This is an optimization exercise on Yosys and OpenROAD, whose aim is small area, a short achievable clock period and few clock cycles per item, not a production implementation.
In this exercise RTL edits were held to simulation tests only and were not proved equivalent to the original.
Power is estimated from default activity; no workload was simulated.

Setup of xenon:
## lc4_top
module lc4_top (
    input  logic        clk,
    input  logic        rst_n,
    output logic [15:0] o_pc,
    input  logic [15:0] i_insn_a,
    input  logic [15:0] i_insn_b,
    output logic [15:0] o_dmem_addr,
    output logic        o_dmem_we,
    output logic [15:0] o_dmem_wdata,
    input  logic [15:0] i_dmem_rdata,
    output logic        o_ret_a_valid,
    output logic [15:0] o_ret_a_pc,
    output logic [15:0] o_ret_a_insn,
    output logic        o_ret_a_rf_we,
    output logic [2:0]  o_ret_a_wsel,
    output logic [15:0] o_ret_a_wdata,
    output logic        o_ret_a_dmem_we,
    output logic [15:0] o_ret_a_dmem_addr,
    output logic [15:0] o_ret_a_dmem_data,
    output logic        o_ret_b_valid,
    output logic [15:0] o_ret_b_pc,
    output logic [15:0] o_ret_b_insn,
    output logic        o_ret_b_rf_we,
    output logic [2:0]  o_ret_b_wsel,
    output logic [15:0] o_ret_b_wdata,
    output logic        o_ret_b_dmem_we,
    output logic [15:0] o_ret_b_dmem_addr,
    output logic [15:0] o_ret_b_dmem_data
);
Settings: LEC_CHECK=0, CAP_MARGIN=20, CORE_MARGIN=2, CORE_UTILIZATION=40, CTS_CLUSTER_DIAMETER=100, CTS_CLUSTER_SIZE=25, SETUP_SLACK_MARGIN=5, SLEW_MARGIN=20; clock period 8.0 ns.
standard.sh (not shown) runs the stock make flow with config.mk's settings and CLKGATE_MAP_FILE= SYNTH_SCRIPT=/design/flow/synth_recipe.tcl, a recipe that flattens the netlist after the stock synthesis.
==> flow/flow/run.sh <==
#!/bin/bash
# The standard layout (the standard.sh), except that the port buffers
# use the smallest plain buffer cell and the constant outputs share one tie
# cell.
export BUFFER_PORTS_ARGS="-buffer_cell sky130_fd_sc_hd__buf_1"
export SKIP_REPAIR_TIE_FANOUT=1
bash standard.sh > standard.log 2>&1
xenon: PASS, flow complete, no timing, DRC or antenna violations
Testbench counts of xenon, summed over its fixed seeds: cycles 10,235, insns 9,600.
Changes in lagoon relative to xenon:
Settings: SLEW_MARGIN changed from 20 to 0; CAP_MARGIN changed from 20 to 0; SETUP_SLACK_MARGIN removed (was 5).
==> flow/flow/run.sh <==
#!/bin/bash
# The standard layout (the standard.sh), except that the port buffers
# use the smallest plain buffer cell, the constant outputs share one tie
# cell, and timing repair aims for a setup slack margin of 5.4 ns (the
# design is still constrained and measured at the design's clock period).
export BUFFER_PORTS_ARGS="-buffer_cell sky130_fd_sc_hd__buf_1"
export SKIP_REPAIR_TIE_FANOUT=1
export SETUP_SLACK_MARGIN=5.4
bash standard.sh > standard.log 2>&1
Results
Comparing total via count after detailed routing for xenon and lagoon, the bigger number came from lagoon.
The run showing the greater setup slack of the critical path after layout is lagoon.
lagoon vs. xenon: number of placed instances, taps included neither gained nor lost much; post-layout total power picked up an extra 7.7%.
Worst-case setup slack after placement on lagoon is ahead of xenon.
### lagoon -> nickel
Settings: a change of SLEW_MARGIN from 0 to 20; an added SETUP_SLACK_MARGIN of 4.7; a change of CAP_MARGIN from 0 to 20.
==> flow/flow/run.sh <==
#!/bin/bash
# The standard layout (the standard.sh), except that the port buffers
# use the smallest plain buffer cell and the constant outputs share one tie
# cell.
export BUFFER_PORTS_ARGS="-buffer_cell sky130_fd_sc_hd__buf_1"
export SKIP_REPAIR_TIE_FANOUT=1
bash standard.sh > standard.log 2>&1
lagoon → nickel: relative area change from synthesis to final layout went down; worst-case hold slack +0.0075 ns; vias after detailed routing fell by 739; core occupancy in the finished layout has decreased. Detailed-route wire length per cell (higher): lagoon. Against lagoon, final design instance area without fill in nickel fell by more than 10%. Between nickel and lagoon, the difference in post-synthesis register bit count is negligible. Part of the total power dissipated in combinational logic: nickel vs lagoon down 7.0 points. Changes observed in nickel relative to lagoon: first-iteration DRC count rose by about 4%; detailed-route wire length fell by 3300 µm.
What cedar does differently from nickel at the input level:
Settings: SETUP_SLACK_MARGIN: 4.7 -> 5; PLACE_DENSITY: unset -> 0.7; CORE_UTILIZATION: 40 -> 60.
--- outcome ---
Max capacitance violation total came out exactly the same in cedar and nickel.
| met1 usage | higher: cedar |
Looking only at clock power share, and setting everything else aside, the higher value of cedar and nickel goes to nickel.
| via count | cedar vs nickel | worse |
Worst path arrival time: lower on cedar
On switching share of power, cedar and nickel are basically level.
Per the comparison of cedar with nickel, core footprint shrank by about 34%; routed wire length shrank by 1700 µm.
In the final design statistics, cedar uses fewer standard cells in total than nickel.
Re shortest period the worst path allows: cedar and nickel aren't equal, and the higher value belongs to nickel.
On sequential power, cedar and nickel are neck and neck.
Input-level comparison between ember and cedar:
Settings: clearing PLACE_DENSITY, which used to be 0.7; swapping 20 for 0 in SLEW_MARGIN; swapping 20 for 0 in CAP_MARGIN; swapping 60 for 40 in CORE_UTILIZATION.
==> flow/flow/run.sh <==
#!/bin/bash
# The standard layout (the standard.sh), except that the port buffers
# use the smallest plain buffer cell, the constant outputs share one tie
# cell, and timing repair only resizes, swaps pins, clones and removes
# buffers (no rebuffering moves).
export BUFFER_PORTS_ARGS="-buffer_cell sky130_fd_sc_hd__buf_1"
export SKIP_REPAIR_TIE_FANOUT=1
export SETUP_MOVE_SEQUENCE="unbuffer,sizeup,swap,clone"
bash standard.sh > standard.log 2>&1
Results
ember: wire length higher than cedar. Power share of the combinational group: lower on ember. Per the comparison of ember with cedar, detailed-route vias per instance now sits lower, critical path depth now sits higher, tap cell instance count now sits higher. From cedar to ember the numbers moved as follows: cell area saw a decrease; starting density of the core saw a decrease; cell depth of the worst flop-to-flop path saw a decrease.
Input changes introduced in amber (baseline for comparison: ember):
==> flow/flow/run.sh <==
#!/bin/bash
# The standard layout (the standard.sh), except that the port buffers
# use the smallest plain buffer cell and the constant outputs share one tie
# cell.
export BUFFER_PORTS_ARGS="-buffer_cell sky130_fd_sc_hd__buf_1"
export SKIP_REPAIR_TIE_FANOUT=1
bash standard.sh > standard.log 2>&1
## What came out
The leakage power summed over all cells of amber was inferior to that of ember. The lower critical-path maximum fanout of amber and ember is in amber. Signal arrival time at the worst endpoint in amber is 0.35 ns below ember. Sort amber and ember by number of diodes added for antenna fixing desc -> top: ember. Comparing amber against ember, there is no change at all in xor and xnor area share after synthesis. Measured against each other, amber and ember differ in global routing met2 resource utilization, the higher figure coming from amber. Final area: higher on amber. amber falls short of ember in power after layout. Cell count: amber higher than ember. In the reports for amber and ember, the smaller count of buffering cells on the critical path with inverters included belongs to ember.

==> port drivers added, routing unchanged <==
The results above use ideal ports. As a check the final layouts listed here were re-extracted and re-timed, cells and wires unchanged.
Step 1 assumes that a clkbuf_16 drives the clock port and a buf_2 every other input.
Step 2, shift: input delay + t, output delay - t, t = (earliest + latest rising clock arrival at the registers) / 2. This alone moves slack from input paths to output paths.
a / b / c = ideal ports / drivers / drivers and shift; a / b = the first two.
run	t (ns)	setup slack, ns	worst data-port slew with drivers (ns)	pins driven straight from the clock port
xenon	0.573	5.001 / 4.964 / 4.564	0.08	1
lagoon	0.573	5.059 / 5.059 / 4.843	0.07	1
nickel	0.571	4.848 / 4.848 / 4.343	0.07	1
cedar	0.551	4.941 / 4.964 / 4.413	0.08	1
ember	0.573	4.648 / 4.648 / 4.525	0.08	1
amber	0.575	5.021 / 4.991 / 4.554	0.08	1
After both steps setup and hold are still met in every run listed. For cedar, which loses most, drivers alone change the setup slack by +0.023 ns; drivers and shift together by -0.528 ns.
